From an optimization exercise on the open Yosys and OpenROAD flow, aimed at small area; shortcuts taken in it are not production practice.
The RTL was checked by simulation tests, not by an equivalence proof against the original design.
Power and IR drop assume default switching activity.

File: flow/run.sh
#!/bin/bash
# synth_recipe.tcl (not shown) runs the flow's synth.tcl, then flattens the netlist and writes it again
# the make line also repeats each setting of config.mk as NAME=value (left out here)
make -C /OpenROAD-flow-scripts/flow DESIGN_CONFIG=/design/flow/config.mk WORK_HOME=/design/flow/orfs CLKGATE_MAP_FILE= SYNTH_SCRIPT=/design/flow/synth_recipe.tcl finish
File: flow/config.mk
export PLATFORM = sky130hd
export DESIGN_NAME = regfile_sb
export DESIGN_NICKNAME = regfile_sb
export VERILOG_FILES = /design/flow/design.v
export SDC_FILE = /design/flow/constraint.sdc
export NUM_CORES = 4
export LEC_CHECK = 0
export CAP_MARGIN = 30
export CORE_MARGIN = 2
export CORE_UTILIZATION = 30
export PLACE_DENSITY = 0.45
export SETUP_SLACK_MARGIN = 0.2
export SLEW_MARGIN = 40
export SYNTH_MEMORY_MAX_BITS = 8192
File: flow/constraint.sdc
create_clock -name core_clock -period 8.0 [get_ports {clk}]
set_input_delay 1.6000 -clock core_clock [delete_from_list [all_inputs] [get_ports {clk}]]
set_output_delay 1.6000 -clock core_clock [all_outputs]
set_load 0.01 [all_outputs]
File: flow/design.v
module regfile_sb #(
  parameter int unsigned DATA_W = 16,
  parameter int unsigned ADDR_W = 8
) (
  input  logic              clk,
  input  logic              rst_n,
  input  logic [ADDR_W-1:0] reg_addr_1,
  input  logic [ADDR_W-1:0] reg_addr_2,
  input  logic              write_en,
  input  logic [ADDR_W-1:0] reg_addr_in,
  input  logic [DATA_W-1:0] data_in,
  input  logic              pend_set_en,
  input  logic [ADDR_W-1:0] pend_set_addr,
  output logic [DATA_W-1:0] data_out_1,
  output logic [DATA_W-1:0] data_out_2,
  output logic              busy_1,
  output logic              busy_2,
  output logic              ready,
  output logic [DATA_W-1:0] mem_test
);
  localparam int unsigned DEPTH = 2 ** ADDR_W;
  typedef enum logic {CLEAR, READY} state_t;
  state_t            state_q, state_d;
  logic [ADDR_W-1:0] clr_ptr_q, clr_ptr_d;
  logic              ready_q;
  logic [DATA_W-1:0] mem [DEPTH];
  logic [DEPTH-1:0]  pend_q;
  logic              mem_we;
  logic [ADDR_W-1:0] mem_waddr;
  logic [DATA_W-1:0] mem_wdata;
  logic              pend_clr_en;
  logic [ADDR_W-1:0] pend_clr_addr;
  logic              pend_set_ok;
  logic [DATA_W-1:0] rd_1, rd_2, rd_0;
  logic              bz_1, bz_2;
  always_comb begin
    state_d       = state_q;
    clr_ptr_d     = clr_ptr_q;
    mem_we        = 1'b0;
    mem_waddr     = reg_addr_in;
    mem_wdata     = data_in;
    pend_clr_en   = 1'b0;
    pend_clr_addr = reg_addr_in;
    pend_set_ok   = 1'b0;
    case (state_q)
      CLEAR: begin
        mem_we        = rst_n;
        mem_waddr     = clr_ptr_q;
        mem_wdata     = '0;
        pend_clr_en   = rst_n;
        pend_clr_addr = clr_ptr_q;
        if (clr_ptr_q == {ADDR_W{1'b1}}) begin
          state_d = READY;
        end else begin
          clr_ptr_d = clr_ptr_q + ADDR_W'(1);
        end
      end
      READY: begin
        mem_we      = rst_n & write_en;
        pend_clr_en = rst_n & write_en;
        pend_set_ok = rst_n & pend_set_en;
      end
      default: state_d = CLEAR;
    endcase
  end
  always_ff @(posedge clk) begin
    if (!rst_n) begin
      state_q   <= CLEAR;
      clr_ptr_q <= '0;
      ready_q   <= 1'b0;
    end else begin
      state_q   <= state_d;
      clr_ptr_q <= clr_ptr_d;
      ready_q   <= (state_d == READY);
    end
  end
  always_ff @(posedge clk) begin
    if (mem_we) mem[mem_waddr] <= mem_wdata;
  end
  always_ff @(posedge clk) begin
    if (pend_clr_en) pend_q[pend_clr_addr] <= 1'b0;
    if (pend_set_ok) pend_q[pend_set_addr] <= 1'b1;
  end
  always_comb begin
    rd_1 = mem[reg_addr_1];
    rd_2 = mem[reg_addr_2];
    rd_0 = mem[0];
    bz_1 = pend_q[reg_addr_1];
    bz_2 = pend_q[reg_addr_2];
  end
  always_comb begin
    data_out_1 = ready_q ? rd_1 : '0;
    data_out_2 = ready_q ? rd_2 : '0;
    mem_test   = ready_q ? rd_0 : '0;
    busy_1     = ready_q & bz_1;
    busy_2     = ready_q & bz_2;
    ready      = ready_q;
  end
endmodule
==> run notes, run 1 <==
----------------------------------------------------
[Power and ir drop]
  Power density cells ... 212 nW/um^2
  Peak supply drop ... 0.207 mV
  Leakage dissipation ... 80.5 nW

[Clock tree]
  TritonCTS clock tree ... done
  CTS buffer count ... 484
  Clk slew on worst S/H paths ... 60 ps
  Post-CTS setup buffer count ... 0
  Clock latency reported for the late side of the worst-skew pair ... 1120 ps
  CTS H-tree depth ... 5
  Maximum clock path buffer count ... 4
  Clock root buffer ... sky130_fd_sc_hd__clkbuf_16
  Number of clock sinks ... 4361

[Critical path]
  Cell family with most CP delay ... buffers and inverters
  Critical setup path kind ... input pin to output port
  Maximum net fanout on the critical path ... 32
  Number of stages on the worst setup path ... 13
  Crit Reg-Reg Endpoint ... mem[125][10]$_DFFE_PP_
  Highest cell delay on the worst timing path ... 640 ps
  R2R setup slack ... 3110 ps
  Worst reg-to-reg path cell count ... 7
  Timing startpoint of the critical path ... reg_addr_1[0]
  Worst EP arrival ... 6380 ps
  Startpoint class of the critical path ... input pin
  Endpoint type of the worst setup path ... output port
  CP bufs+invs ... 6
  CP Cell Sequence ... buf_16, buf_12, buf_4, mux4_2, a22oi_1, and3_1, a311oi_4, nand4_1, or3_1, o211ai_1, buf_6, buf_4, buf_12
  Reg2Reg Launch Point ... state_q$_SDFF_PN0_
  Standard cell with the maximum stage delay on the critical path ... sky130_fd_sc_hd__a311oi_4
  Endpoint of the most critical setup path ... data_out_1[9]
  CP Data Required Time ... 6400 ps

[Timing]
  Number of failing hold endpoints at the final stage ... 0
  Final worst-path cycle share ... 99.7%
  Top achievable clock speed ... 125 MHz
  Worst setup slack after layout ... 20.2 ps
  Least-Margin Pin Slew ... 1020 ps
  Setup skew after layout ... 56.8 ps
  Unrepaired setup endpoints after global routing ... false
  Shortest period the worst path allows ... 7980 ps
  Final setup violation count ... 0
  Summed negative setup slack over all endpoints ... 0 ps
  Max-slew violations ... 0
  Normalized max-slew margin ... 31.8%

[Placement]
  Final weighted congestion in routability-driven placement ... 0.916
  Instance count after placement with tap cells included ... 21.0k
  Port Buffer Count ... 102
  Setup Slack @ Placement ... 134 ps
  HPWL after detailed placement ... 652 mm

[Global route]
  Global-route wire length before repair ... 1260 mm
  Total routing usage reported by global routing ... 26.8%
  Maximum number of pins on one net before global-route repair ... 176
  Number of antenna violations at the first check in global routing ... 111
  Via count of the first global-routing pass ... 135k
  Grt ovf ... 0

[Min path]
  HP Start ... pend_q[250]$_DFF_P_
  Class of the tightest hold or removal check ... flop to flop

[Synth]
  Synth area leader ... sky130_fd_sc_hd__edfxtp_1
  Average instance area after synthesis ... 17.5 um^2
  Number of register bits inferred by synthesis ... 4361
  Cell variety after synth ... 87
  Async SR Flop Fraction ... 0%
  Sequential cell area fraction in the yosys report ... 62.3%
  Mapped Area ... 206000 um^2
  Main area contributors after synthesis ... sky130_fd_sc_hd__edfxtp_1, sky130_fd_sc_hd__mux4_2, sky130_fd_sc_hd__mux2i_1
  Top_reg_cell synth ... sky130_fd_sc_hd__edfxtp_1
  Post-synthesis net count ... 11.8k
  Top-area cell type share of the netlist area ... 59.7%
  Number of synthesized flops with an enable pin ... 4096
  Cells after synthesis ... 11.7k
  Synth warnings ... 1

[Cells and area]
  NumNets Final ... 12.5k
  Area growth syn-to-layout ... 17.8%
  Filler cells ... 63.9k
  Share of final-layout standard cells stronger than drive strength 1 ... 31.7%
  Final non-filler cell total ... 22.0k

[Drt]
  Count of vias placed by the detailed router ... 137k
  DRC viols ... 0
  Average detailed-routed wire length per instance ... 43.6 um
  Drt pass-1 iters ... 8
  DRC marker count from the first detailed-route iteration ... 20.0k
  Final WL ... 956 mm
  Number of nets with antenna violations after detailed routing ... 0
  Detailed-route vias per instance ... 6.22

[Die]
  Core Region ... 685000 um^2
  Die span in x ... 833 um
  Overall die area ... 693000 um^2
  Number of I/O pins ... 103
  Initial Utilization ... 30.1%
  Die Y-Extent ... 833 um
  Num rows ... 304

[Run]
  Number of violations of the max-capacitance limit ... 0

[Outcome]
  Run status ... no timing/DRC/antenna violations

----------------------------------------------------
[state kept, by name, indices dropped and copies added, names as in the netlist]
| register | flops |
|---|---|
| pend_q | 256 |
| mem | 4096 |
| clr_ptr_q | 8 |
| state_q | 1 |
[per-layer routing]
| metal | global-route usage, % | up-vias | wire length [um] | share of wire, % |
|---|---|---|---|---|
| met5 | 0 | - | 466 | 0.049 |
| met1 | 34.2 | 73847 | 358000 | 37 |
| li1 | - | 51563 | - | - |
| met4 | 15.4 | 46 | 67500 | 7.1 |
| met3 | 6.87 | 2055 | 101000 | 11 |
| met2 | 41.4 | 9061 | 429000 | 45 |
[worst min path at each step]
stage,end,depth (start not counted),slack (ps)
2_1_floorplan,pend_q[202]$_DFF_P_,2,440
3_3_place_gp,pend_q[115]$_DFF_P_,2,460
3_5_place_dp,pend_q[250]$_DFF_P_,2,480
4_1_cts,pend_q[250]$_DFF_P_,2,480
5_1_grt,pend_q[58]$_DFF_P_,2,510
6_report,pend_q[250]$_DFF_P_,2,480
[worst min-delay path, delay by kind of cell, from the launching register on]
| family | cells | cell delay [ps] |
|---|---|---|
| AOI/OAI and AO/OA | 2 | 130 |
| DFF | 1 | 320 |
[layout by cell type (no fill, tap or decap), drive strengths merged, types with 56 or more instances in the layout]
cell and count:
a21oi 279, a22oi 133, and2 78, buf 1150, clkbuf 604, clkdlybuf4s50 56, clkinv 221, dfxtp 265
edfxtp 4096, mux2i 1079, mux4 1776, nand2 339, nand3 165, nor2 444, nor3 117, o21ai 676
o221ai 384, o22ai 320
[report_power, final]
group          internal [mW]  switching [mW]
clock                   12.5            9.78
sequential              24.6          0.0179
combinational           1.50            2.94
[per-stage QoR]
step / hold WS (ps) / util [%] / total power, mW / area (um^2)
floorplan: 444 / - / 27.4 / 206000
global placement: 459 / 32.6 / 29.4 / 223000
detailed placement: 475 / 33.1 / 29.4 / 226000
CTS: 484 / 35.3 / 51.5 / 242000
global route: 515 / 35.4 / 52.4 / 242000
finish: 484 / 35.4 / 51.4 / 243000
[logic make-up (layout without fill, tap and decap cells)]
kind of cell	after synthesis	in the layout	synth area share [%]
simple gates	1351	1351	3.03
fa+ha+maj	10	10	0.0608
compound gates	2139	2139	6.78
mux	2878	2878	24.8
buf+inv	973	2109	2.93
flops	4361	4361	62.3
other cells	0	53	0
xor+xnor	22	22	0.0936
[cell usage after synthesis (12+ instances only)]
| library cell | count |
|---|---|
| sky130_fd_sc_hd__buf_4 | 102 |
| sky130_fd_sc_hd__a2111oi_0 | 53 |
| sky130_fd_sc_hd__o21ai_1 | 40 |
| sky130_fd_sc_hd__a21oi_1 | 279 |
| sky130_fd_sc_hd__o211ai_1 | 24 |
| sky130_fd_sc_hd__mux2_2 | 22 |
| sky130_fd_sc_hd__and2_1 | 77 |
| sky130_fd_sc_hd__nand4_1 | 43 |
| sky130_fd_sc_hd__a211oi_1 | 41 |
| sky130_fd_sc_hd__and3_1 | 30 |
| sky130_fd_sc_hd__nor4_1 | 35 |
| sky130_fd_sc_hd__mux4_2 | 1776 |
| sky130_fd_sc_hd__o32ai_1 | 14 |
| sky130_fd_sc_hd__o221ai_1 | 384 |
| sky130_fd_sc_hd__o22ai_1 | 320 |
| sky130_fd_sc_hd__nor2b_1 | 25 |
| sky130_fd_sc_hd__nand2_1 | 335 |
| sky130_fd_sc_hd__mux2i_1 | 1076 |
| sky130_fd_sc_hd__edfxtp_1 | 4096 |
| sky130_fd_sc_hd__o31ai_1 | 27 |
| sky130_fd_sc_hd__buf_1 | 52 |
| sky130_fd_sc_hd__clkbuf_2 | 12 |
| sky130_fd_sc_hd__buf_2 | 218 |
| sky130_fd_sc_hd__nand2b_1 | 22 |
| sky130_fd_sc_hd__clkbuf_1 | 358 |
| sky130_fd_sc_hd__nor2_1 | 444 |
| sky130_fd_sc_hd__nor3_1 | 116 |
| sky130_fd_sc_hd__buf_6 | 193 |
| sky130_fd_sc_hd__a22oi_1 | 133 |
| sky130_fd_sc_hd__buf_8 | 20 |
| sky130_fd_sc_hd__a221oi_1 | 20 |
| sky130_fd_sc_hd__xnor2_1 | 14 |
| sky130_fd_sc_hd__dfxtp_1 | 265 |
| sky130_fd_sc_hd__a31oi_1 | 41 |
| sky130_fd_sc_hd__nand3_1 | 165 |
| sky130_fd_sc_hd__a22o_1 | 15 |
| sky130_fd_sc_hd__o21ai_0 | 636 |
[what timing repair did]
| item | in CTS | in global routing |
|---|---|---|
| setup endpoints to repair | 2 | 1 |
| resized for setup | 3 | 1 |
| pin swaps | 0 | 0 |
| hold buffers | 0 | 0 |
| cloned | 0 | 0 |
[layout make-up]
type	count	area, um^2	share of cell area, %
antenna	53	133	0.0547
multi-input combinational	6400	74000	30.5
inverter	16	91.3	0.0377
tap	9027	11300	4.66
sequential	4361	128000	52.9
timing repair buffer	1206	13300	5.49
clock buffer	604	12800	5.27
clock inverter	283	2610	1.07
==> run 2: changes to the inputs <==
==> flow/config.mk (replaced) <==
export PLATFORM = sky130hd
export DESIGN_NAME = regfile_sb
export DESIGN_NICKNAME = regfile_sb
export VERILOG_FILES = /design/flow/design.v
export SDC_FILE = /design/flow/constraint.sdc
export NUM_CORES = 4
export LEC_CHECK = 0
export CAP_MARGIN = 20
export CORE_MARGIN = 2
export CORE_UTILIZATION = 30
export CTS_BUF_LIST = sky130_fd_sc_hd__clkbuf_8
export CTS_CLUSTER_DIAMETER = 60
export CTS_CLUSTER_SIZE = 25
export PLACE_DENSITY = 0.45
export SETUP_SLACK_MARGIN = 0.1
export SLEW_MARGIN = 20
export SYNTH_MEMORY_MAX_BITS = 8192
==> run 2 against run 1 <==
Compared with the run above:
- non-clock buffer count decreased by 145
- sequential power is essentially flat
- synthesized cell count is the same
- largest cell class unchanged
- global-route usage shrank 0.11 points
- combinational power about the same
- via count down 0.97%
- count of clock-buffer cells in the layout shrank 155
- die area did not move
- now fails the layout checks on setup timing
- clock power is 25% lower
- power shrank 11%
- sequential share of layout area up 1.9 points
- worst hold slack gained 9.3 ps
==> run notes, run 2 <==
----------------------------------------------------
[Outcome]
  Run status ... complete, but fails checks
  Layout Check Failures ... setup timing

[Synth]
  Top_reg_cell synth ... sky130_fd_sc_hd__edfxtp_1
  Number of synthesized flops with an enable pin ... 4096
  Main area contributors after synthesis ... sky130_fd_sc_hd__edfxtp_1, sky130_fd_sc_hd__mux4_2, sky130_fd_sc_hd__mux2i_1
  Number of register bits inferred by synthesis ... 4361
  Synth warnings ... 1
  Mapped Area ... 206000 um^2
  Post-synthesis net count ... 11.8k
  Average instance area after synthesis ... 17.5 um^2
  Leading post-synthesis cells by instance count ... sky130_fd_sc_hd__edfxtp_1, sky130_fd_sc_hd__mux4_2, sky130_fd_sc_hd__mux2i_1, sky130_fd_sc_hd__o21ai_0, sky130_fd_sc_hd__nor2_1
  Top-area cell type share of the netlist area ... 59.7%
  Library cell with the highest instance count after synthesis ... sky130_fd_sc_hd__edfxtp_1
  Synth area leader ... sky130_fd_sc_hd__edfxtp_1
  Sequential cell area fraction in the yosys report ... 62.3%
  Cells after synthesis ... 11.7k
  Async SR Flop Fraction ... 0%
  Cell variety after synth ... 87

[Global route]
  Maximum number of pins on one net before global-route repair ... 176
  Global-route wire length before repair ... 1250 mm
  Total routing usage reported by global routing ... 26.7%
  Via count of the first global-routing pass ... 133k
  Grt ovf ... 0
  Number of antenna violations at the first check in global routing ... 107

[Die]
  Core Region ... 685000 um^2
  Initial Utilization ... 30.1%
  Die span in x ... 833 um
  Die Y-Extent ... 833 um
  Num rows ... 304
  Overall die area ... 693000 um^2
  Number of I/O pins ... 103

[Critical path]
  CP Data Required Time ... 6400 ps
  Standard cell with the maximum stage delay on the critical path ... sky130_fd_sc_hd__and2_1
  Startpoint class of the critical path ... input pin
  Highest cell delay on the worst timing path ... 850 ps
  CP bufs+invs ... 2
  CP Cell Sequence ... clkdlybuf4s50_1, and2_1, o221ai_1, a21oi_1, nand4_1, nor3_1, a21o_1, buf_12
  Crit Reg-Reg Endpoint ... mem[124][10]$_DFFE_PP_
  Reg2Reg Launch Point ... state_q$_SDFF_PN0_
  Worst reg-to-reg path cell count ... 6
  R2R setup slack ... 2900 ps
  Critical setup path kind ... input pin to output port
  Endpoint type of the worst setup path ... output port
  Worst EP arrival ... 6560 ps
  Cell family with most CP delay ... simple AND/OR/NAND/NOR gates
  Maximum net fanout on the critical path ... 4

[Clock tree]
  Maximum clock path buffer count ... 4
  Clock latency reported for the late side of the worst-skew pair ... 1430 ps
  Post-CTS Hold Buffers ... 0
  Number of clock sinks ... 4361
  CTS H-tree depth ... 5
  Clk slew on worst S/H paths ... 90 ps
  CTS buffer count ... 443
  Clock root buffer ... sky130_fd_sc_hd__clkbuf_8
  TritonCTS clock tree ... done

[Drt]
  Drt pass-1 iters ... 9
  Detailed-route vias per instance ... 6.22
  Final WL ... 952 mm
  DRC viols ... 0
  DRC marker count from the first detailed-route iteration ... 20.0k
  Number of nets with antenna violations after detailed routing ... 0
  Average detailed-routed wire length per instance ... 43.8 um
  Count of vias placed by the detailed router ... 135k

[Cells and area]
  Share of final-layout standard cells stronger than drive strength 1 ... 31.5%
  NumNets Final ... 12.3k
  Leading registers by flop count ... mem x4096, pend_q x256, clr_ptr_q x8
  Area growth syn-to-layout ... 13.6%
  Most common library cell in the layout ignoring fill and taps ... sky130_fd_sc_hd__edfxtp_1
  Commonest non-fill, non-tap cells in the layout ... sky130_fd_sc_hd__edfxtp_1, sky130_fd_sc_hd__mux4_2, sky130_fd_sc_hd__mux2i_1
  Filler cells ... 64.8k
  Flip-flop count of the largest register, all copies and words added ... 4096
  Register with the most flip-flops ... mem

[Power and ir drop]
  Leakage dissipation ... 76.8 nW
  Peak supply drop ... 0.160 mV
  Power density cells ... 196 nW/um^2

[Min path]
  HP Start ... pend_q[250]$_DFF_P_
  Class of the tightest hold or removal check ... flop to flop
  Worst-case hold path end point ... pend_q[250]$_DFF_P_
  Count of cells along the worst hold path ... 2

[Placement]
  Final weighted congestion in routability-driven placement ... 0.916
  Port Buffer Count ... 102
  Setup Slack @ Placement ... -344 ps
  HPWL after detailed placement ... 633 mm

[Timing]
  Unrepaired setup endpoints after global routing ... false
  Summed negative setup slack over all endpoints ... -410 ps
  Setup skew after layout ... 103 ps
  Number of failing hold endpoints at the final stage ... 0
  Final worst-path cycle share ... 102%
  Worst setup slack after layout ... -157 ps
  Max-slew violations ... 0
  Shortest period the worst path allows ... 8160 ps
  Top achievable clock speed ... 123 MHz
  Least-Margin Pin Slew ... 1280 ps
  Final setup violation count ... 4
  Normalized max-slew margin ... 14.3%

[Run]
  Number of violations of the max-capacitance limit ... 0

----------------------------------------------------
==> run 2: report_power, final <==
| part | switching [mW] | internal [mW] | leakage [nW] |
|---|---|---|---|
| clock | 9.65 | 7.16 | 5.18 |
| sequential | 0.0185 | 24.5 | 42.8 |
| combinational | 2.94 | 1.50 | 28.8 |
| total | 12.6 | 33.2 | 76.8 |
==> run 2: final cells by class <==
class / count / area (um^2) / share of cell area [%]
Inverter: 16 / 91.3 / 0.0390
Multi-Input combinational cell: 6400 / 73600 / 31.5
Sequential cell: 4361 / 128000 / 54.9
Tap cell: 9027 / 11300 / 4.83
Antenna cell: 57 / 143 / 0.0610
Timing Repair Buffer: 1061 / 10200 / 4.35
Clock inverter: 386 / 4090 / 1.75
Clock buffer: 449 / 6180 / 2.64
==> run 2: logic make-up after synthesis <==
logic type	share of synthesized area [%]
flip-flops	62.3
multiplexers	24.8
AO/OA/AOI/OAI	6.78
AND/OR/NAND/NOR	3.03
buffers and inverters	2.93
XOR/XNOR	0.0936
adder cells (fa/ha/maj)	0.0608
==> run 2: metrics by stage <==
step | cell area, um^2 | std cells | hold slack (ps) | utilization (%) | power [mW]
after detailed placement | 223000 | 20864 | 476 | 32.6 | 29.4
after floorplan | 206000 | 11734 | 444 | - | 27.4
after CTS | 234000 | 21699 | 490 | 34.1 | 45.9
final | 234000 | 21757 | 494 | 34.2 | 45.8
after global routing | 234000 | 21720 | 517 | 34.2 | 46.8
after global placement | 223000 | 20854 | 459 | 32.6 | 29.4
==> run 2: worst max-delay path by stage <==
stage / endpoint / slack [ps] / depth (start not counted) / startpoint
2_1_floorplan: mem[0][13]$_DFFE_PP_ / 2290 / 1 / data_in[13]
3_3_place_gp: data_out_2[12] / -1300 / 10 / reg_addr_2[5]
3_5_place_dp: data_out_2[5] / -340 / 13 / reg_addr_2[5]
4_1_cts: data_out_2[3] / 130 / 12 / reg_addr_2[5]
5_1_grt: data_out_2[0] / 140 / 11 / reg_addr_2[1]
6_report: data_out_1[6] / -160 / 8 / reg_addr_1[7]
==> run 2: timing repair <==
item | 4_1_cts | 5_1_grt
buffers inserted | 0 | 0
gates resized for setup | 5 | 0
endpoints found under the setup margin | 8 | 0
==> run 2: per-layer routing <==
| layer | vias up | part of all wire (%) | track usage [%] |
|---|---|---|---|
| met4 | 32 | 7.2 | 15.9 |
| li1 | 51064 | - | - |
| met2 | 8578 | 45 | 41.0 |
| met1 | 73619 | 38 | 34.1 |
| met5 | - | 0.022 | 0 |
| met3 | 1950 | 10 | 6.67 |
==> run 2: worst register-to-register path, cell delays in order (launching register included) <==
cell	delay (ps)
sky130_fd_sc_hd__dfxtp_4	460
sky130_fd_sc_hd__buf_4	530
sky130_fd_sc_hd__mux2i_2	750
sky130_fd_sc_hd__ha_1	610
sky130_fd_sc_hd__nand3_2	920
sky130_fd_sc_hd__nor2_2	1090
sky130_fd_sc_hd__buf_4	390
==> run 3: changes to the inputs <==
==> flow/design.v (replaced) <==
module regfile_sb #(
  parameter int unsigned DATA_W = 16,
  parameter int unsigned ADDR_W = 8
) (
  input  logic              clk,
  input  logic              rst_n,
  input  logic [ADDR_W-1:0] reg_addr_1,
  input  logic [ADDR_W-1:0] reg_addr_2,
  input  logic              write_en,
  input  logic [ADDR_W-1:0] reg_addr_in,
  input  logic [DATA_W-1:0] data_in,
  input  logic              pend_set_en,
  input  logic [ADDR_W-1:0] pend_set_addr,
  output logic [DATA_W-1:0] data_out_1,
  output logic [DATA_W-1:0] data_out_2,
  output logic              busy_1,
  output logic              busy_2,
  output logic              ready,
  output logic [DATA_W-1:0] mem_test
);
  localparam int unsigned DEPTH = 2 ** ADDR_W;
  logic              ready_q;
  logic [ADDR_W-1:0] clr_ptr_q;
  logic [DATA_W-1:0] mem [DEPTH];
  logic [DEPTH-1:0]  pend_q;
  always_ff @(posedge clk) begin
    if (!rst_n) begin
      ready_q   <= 1'b0;
      clr_ptr_q <= '0;
    end else begin
      clr_ptr_q <= clr_ptr_q + ADDR_W'(1);
      if (clr_ptr_q == {ADDR_W{1'b1}}) ready_q <= 1'b1;
    end
  end
  logic              wr_en;
  logic [ADDR_W-1:0] wr_addr;
  logic [DATA_W-1:0] wr_data;
  logic              set_en;
  assign wr_en   = rst_n & (write_en | ~ready_q);
  assign wr_addr = ready_q ? reg_addr_in : clr_ptr_q;
  assign wr_data = ready_q ? data_in : '0;
  assign set_en  = rst_n & ready_q & pend_set_en;
  logic [DEPTH-1:0] wr_sel, set_sel, rd_sel_1, rd_sel_2;
  always_comb begin
    for (int i = 0; i < DEPTH; i++) begin
      wr_sel[i]   = wr_en  & (wr_addr == ADDR_W'(i));
      set_sel[i]  = set_en & (pend_set_addr == ADDR_W'(i));
      rd_sel_1[i] = ready_q & (reg_addr_1 == ADDR_W'(i));
      rd_sel_2[i] = ready_q & (reg_addr_2 == ADDR_W'(i));
    end
  end
  always_ff @(posedge clk) begin
    for (int i = 0; i < DEPTH; i++) begin
      if (wr_sel[i]) mem[i] <= wr_data;
    end
  end
  always_ff @(posedge clk) begin
    for (int i = 0; i < DEPTH; i++) begin
      pend_q[i] <= set_sel[i] | (pend_q[i] & ~wr_sel[i]);
    end
  end
  always_comb begin
    data_out_1 = '0;
    data_out_2 = '0;
    busy_1     = 1'b0;
    busy_2     = 1'b0;
    for (int i = 0; i < DEPTH; i++) begin
      data_out_1 = data_out_1 | ({DATA_W{rd_sel_1[i]}} & mem[i]);
      data_out_2 = data_out_2 | ({DATA_W{rd_sel_2[i]}} & mem[i]);
      busy_1     = busy_1 | (rd_sel_1[i] & pend_q[i]);
      busy_2     = busy_2 | (rd_sel_2[i] & pend_q[i]);
    end
    mem_test = {DATA_W{ready_q}} & mem[0];
    ready    = ready_q;
  end
endmodule
==> flow/config.mk (replaced) <==
export PLATFORM = sky130hd
export DESIGN_NAME = regfile_sb
export DESIGN_NICKNAME = regfile_sb
export VERILOG_FILES = /design/flow/design.v
export SDC_FILE = /design/flow/constraint.sdc
export NUM_CORES = 4
export LEC_CHECK = 0
export CAP_MARGIN = 30
export CORE_MARGIN = 2
export CORE_UTILIZATION = 50
export CTS_BUF_LIST = sky130_fd_sc_hd__clkbuf_8 sky130_fd_sc_hd__clkbuf_4
export CTS_CLUSTER_SIZE = 30
export PLACE_DENSITY = 0.6
export SETUP_SLACK_MARGIN = 0.2
export SLEW_MARGIN = 40
export SYNTH_MEMORY_MAX_BITS = 8192
==> run 3 against run 2 <==
Compared with the run above:
- the flow now stops in 5_1_grt
- synthesized area is 7.2% lower
- synthesized cell count grew 20%
==> run notes, run 3 <==
----------------------------------------------------
[Outcome]
  Run status ... aborted with a tool error
  Last flow stage reached ... 5_1_grt
  Halt Reason ... [ERROR GRT-0116] Global routing finished with congestion. Check the congestion regions in the DRC Viewer.

[Global route]
  Global-route wire length before repair ... 3030 mm
  Grt ovf ... 82.7k
  Total routing usage reported by global routing ... 124%
  Maximum number of pins on one net before global-route repair ... 246
  Via count of the first global-routing pass ... 233k

[Placement]
  Port Buffer Count ... 102
  HPWL after detailed placement ... 1560 mm
  Setup Slack @ Placement ... -340 ps
  Final weighted congestion in routability-driven placement ... 1.96

[Clock tree]
  CTS buffer count ... 705
  CTS H-tree depth ... 6
  Clock root buffer ... sky130_fd_sc_hd__clkbuf_8
  Post-CTS Hold Buffers ... 0
  Maximum clock path buffer count ... 4
  Number of clock sinks ... 4361

[Synth]
  Synth area leader ... sky130_fd_sc_hd__edfxtp_1
  Synth warnings ... 2
  Number of synthesized flops with an enable pin ... 4096
  Average instance area after synthesis ... 13.6 um^2
  Library cell with the highest instance count after synthesis ... sky130_fd_sc_hd__edfxtp_1
  Cell variety after synth ... 81
  Top-area cell type share of the netlist area ... 64.4%
  Sequential cell area fraction in the yosys report ... 67.2%
  Number of register bits inferred by synthesis ... 4361
  Leading post-synthesis cells by instance count ... sky130_fd_sc_hd__edfxtp_1, sky130_fd_sc_hd__a22oi_1, sky130_fd_sc_hd__clkbuf_1, sky130_fd_sc_hd__nand4_1, sky130_fd_sc_hd__o21ai_0
  Cells after synthesis ... 14.0k
  Async SR Flop Fraction ... 0%
  Main area contributors after synthesis ... sky130_fd_sc_hd__edfxtp_1, sky130_fd_sc_hd__a22oi_1, sky130_fd_sc_hd__nand4_1
  Top_reg_cell synth ... sky130_fd_sc_hd__edfxtp_1
  Mapped Area ... 191000 um^2
  Post-synthesis net count ... 14.1k

[Die]
  Number of I/O pins ... 103
  Die Y-Extent ... 622 um
  Num rows ... 226
  Die span in x ... 622 um
  Initial Utilization ... 50.3%

----------------------------------------------------
==> run 3: cell count changes after synthesis, moves of 130 or more <==
cell	before	now
sky130_fd_sc_hd__and4_1	0	161
sky130_fd_sc_hd__buf_6	193	6
sky130_fd_sc_hd__clkbuf_1	358	925
sky130_fd_sc_hd__nor3_1	116	494
sky130_fd_sc_hd__o221ai_1	384	17
sky130_fd_sc_hd__nand3_1	165	295
sky130_fd_sc_hd__mux4_2	1776	5
sky130_fd_sc_hd__a221oi_1	20	218
sky130_fd_sc_hd__a22oi_1	133	2570
sky130_fd_sc_hd__a22o_1	15	508
sky130_fd_sc_hd__mux2i_1	1076	172
sky130_fd_sc_hd__nand4_1	43	862
sky130_fd_sc_hd__nor4_1	35	178
sky130_fd_sc_hd__a222oi_1	0	214
==> run 3: through the flow <==
stage / cell area (um^2) / std cells
4_1_cts: 236000 / 21378
3_5_place_dp: 222000 / 20102
3_3_place_gp: 217000 / 19875
2_1_floorplan: 191000 / 14025
==> run 3: cells by family after synthesis <==
family | share of synthesized area, %
compound gates | 19.6
buf+inv | 2.59
simple gates | 9.45
mux | 1.18
flops | 67.2
fa+ha+maj | 0.00655
xor+xnor | 0.0275
==> run 3: layer usage <==
| metal | overflow | GRT usage (%) |
|---|---|---|
| met3 | 9122 | 107 |
| met4 | 7663 | 112 |
| met1 | 23410 | 120 |
| met2 | 41512 | 149 |
| met5 | 1021 | 100 |
==> run 3: power groups by stage <==
stage / Sequential [mW] / Combinational (mW) / Clock (mW)
3_5_place_dp: 25.1 / 1.32 / 0
4_1_cts: 24.6 / 1.33 / 20.1
3_3_place_gp: 25.1 / 1.31 / 0
2_1_floorplan: 25.1 / 0.412 / 0
==> run 3: worst max-delay path by stage <==
stage / end / slack, ps / cells past startpoint
floorplan: mem[0][0]$_DFFE_PP_ / 1620 / 8
global placement: data_out_1[15] / -660 / 13
detailed placement: data_out_2[15] / -340 / 13
CTS: data_out_2[15] / 30 / 14
==> run 3: what timing repair did <==
action | 4_1_cts
endpoints found under the setup margin | 21
gates cloned | 2
setup buffers | 7
pin swaps | 4
gates resized for setup | 17
==> run 4: changes to the inputs <==
==> flow/config.mk (replaced) <==
export PLATFORM = sky130hd
export DESIGN_NAME = regfile_sb
export DESIGN_NICKNAME = regfile_sb
export VERILOG_FILES = /design/flow/design.v
export SDC_FILE = /design/flow/constraint.sdc
export NUM_CORES = 4
export LEC_CHECK = 0
export CAP_MARGIN = 30
export CORE_MARGIN = 2
export CORE_UTILIZATION = 30
export CTS_BUF_LIST = sky130_fd_sc_hd__clkbuf_8
export CTS_CLUSTER_DIAMETER = 60
export CTS_CLUSTER_SIZE = 25
export PLACE_DENSITY = 0.45
export SETUP_SLACK_MARGIN = 0.2
export SLEW_MARGIN = 40
export SYNTH_MEMORY_MAX_BITS = 8192
==> run 4 against run 3 <==
Compared with the run above:
- the flow again stops in 5_1_grt
- synthesized area did not move
- synthesized cell count unchanged
==> run notes, run 4 <==
----------------------------------------------------
[Synth]
  Post-synthesis net count ... 14.1k
  Cells after synthesis ... 14.0k
  Top_reg_cell synth ... sky130_fd_sc_hd__edfxtp_1
  Library cell with the highest instance count after synthesis ... sky130_fd_sc_hd__edfxtp_1
  Async SR Flop Fraction ... 0%
  Top-area cell type share of the netlist area ... 64.4%
  Number of register bits inferred by synthesis ... 4361
  Number of synthesized flops with an enable pin ... 4096
  Average instance area after synthesis ... 13.6 um^2
  Synth area leader ... sky130_fd_sc_hd__edfxtp_1
  Synth warnings ... 2
  Mapped Area ... 191000 um^2
  Leading post-synthesis cells by instance count ... sky130_fd_sc_hd__edfxtp_1, sky130_fd_sc_hd__a22oi_1, sky130_fd_sc_hd__clkbuf_1, sky130_fd_sc_hd__nand4_1, sky130_fd_sc_hd__o21ai_0
  Sequential cell area fraction in the yosys report ... 67.2%
  Cell variety after synth ... 81
  Main area contributors after synthesis ... sky130_fd_sc_hd__edfxtp_1, sky130_fd_sc_hd__a22oi_1, sky130_fd_sc_hd__nand4_1

[Outcome]
  Halt Reason ... [ERROR GRT-0116] Global routing finished with congestion. Check the congestion regions in the DRC Viewer.
  Run status ... aborted with a tool error
  Last flow stage reached ... 5_1_grt

[Placement]
  Setup Slack @ Placement ... -427 ps
  Instance count after placement with tap cells included ... 24.2k
  Placed cell area ... 235000 um^2
  Port Buffer Count ... 102
  Final weighted congestion in routability-driven placement ... 1.50
  HPWL after detailed placement ... 2260 mm

[Global route]
  Global-route wire length before repair ... 4250 mm
  Total routing usage reported by global routing ... 102%
  Grt ovf ... 34.3k
  Maximum number of pins on one net before global-route repair ... 214
  Via count of the first global-routing pass ... 275k

[Die]
  Die Y-Extent ... 802 um
  Number of I/O pins ... 103
  Num rows ... 293
  Initial Utilization ... 30.1%
  Die span in x ... 802 um

[Clock tree]
  Maximum clock path buffer count ... 4
  Number of clock sinks ... 4361
  CTS H-tree depth ... 6
  CTS buffer count ... 532
  Post-CTS Hold Buffers ... 0
  Clock root buffer ... sky130_fd_sc_hd__clkbuf_8

----------------------------------------------------
[run 4: cell counts after synthesis]
Identical to the previous run, type by type.
[run 4: worst max path at each step]
stage	startpoint	end	slack [ps]	cells after the start
detailed placement	reg_addr_2[6]	data_out_2[10]	-430	11
floorplan	ready_q$_SDFFE_PN0N_	mem[0][0]$_DFFE_PP_	1620	8
global placement	reg_addr_2[2]	data_out_2[15]	-1260	12
CTS	ready_q$_SDFFE_PN0N_	data_out_1[3]	90	17
[run 4: metrics by stage]
step	utilization [%]	setup TNS, ps	power, mW
2_1_floorplan	-	0	25.5
3_3_place_gp	36.3	-17000	26.8
3_5_place_dp	37.0	-1210	26.8
4_1_cts	39.0	0	45.6
[run 4: cell families after synthesis]
group,share of synthesized area [%]
compound gates,19.6
flops,67.2
simple gates,9.45
buf+inv,2.59
mux,1.18
xor+xnor,0.0275
fa+ha+maj,0.00655
[run 4: per-layer routing]
layer,GRT overflow,global-route usage [%]
met1,6380,100
met4,5994,98.9
met5,650,92.3
met3,5377,99.0
met2,15892,108
[run 4: timing repair]
item,CTS
setup endpoints to repair,24
gates resized for setup,68
cloned,1
buffers inserted,14
pin swaps,11
[run 4: power by group through the flow]
stage / Combinational, mW / Sequential, mW / Clock, mW
floorplan: 0.412 / 25.1 / 0
CTS: 1.75 / 24.6 / 19.2
detailed placement: 1.74 / 25.1 / 0
global placement: 1.71 / 25.1 / 0

==> port drivers added, routing unchanged <==
Ports are ideal in the flow. The routed layouts listed here were re-timed in OpenROAD.
Step 1 assumes that a clkbuf_16 drives the clock port and a buf_2 every other input.
Step 2 times the ports against the registers' clock, not the clock port: input delays grow and output delays shrink by t, the midpoint of the rising clock arrivals with the driver on.
Three values: no drivers, after step 1, after step 2; two values: the first two.
run	t, ns	slack for setup (ns)	clock arrival spread, ns	worst slew at a driven data input, ns
run 1	1.228	0.020 / -0.071 / -0.071	0.099 / 0.099	0.26
run 2	1.462	-0.157 / -0.285 / -0.285	0.153 / 0.153	0.26
Met with ideal ports but missed after step 2: setup timing in run 1. The setup slack of run 2, which loses most, moves by -0.128 ns with the drivers and by -0.128 ns with both steps.
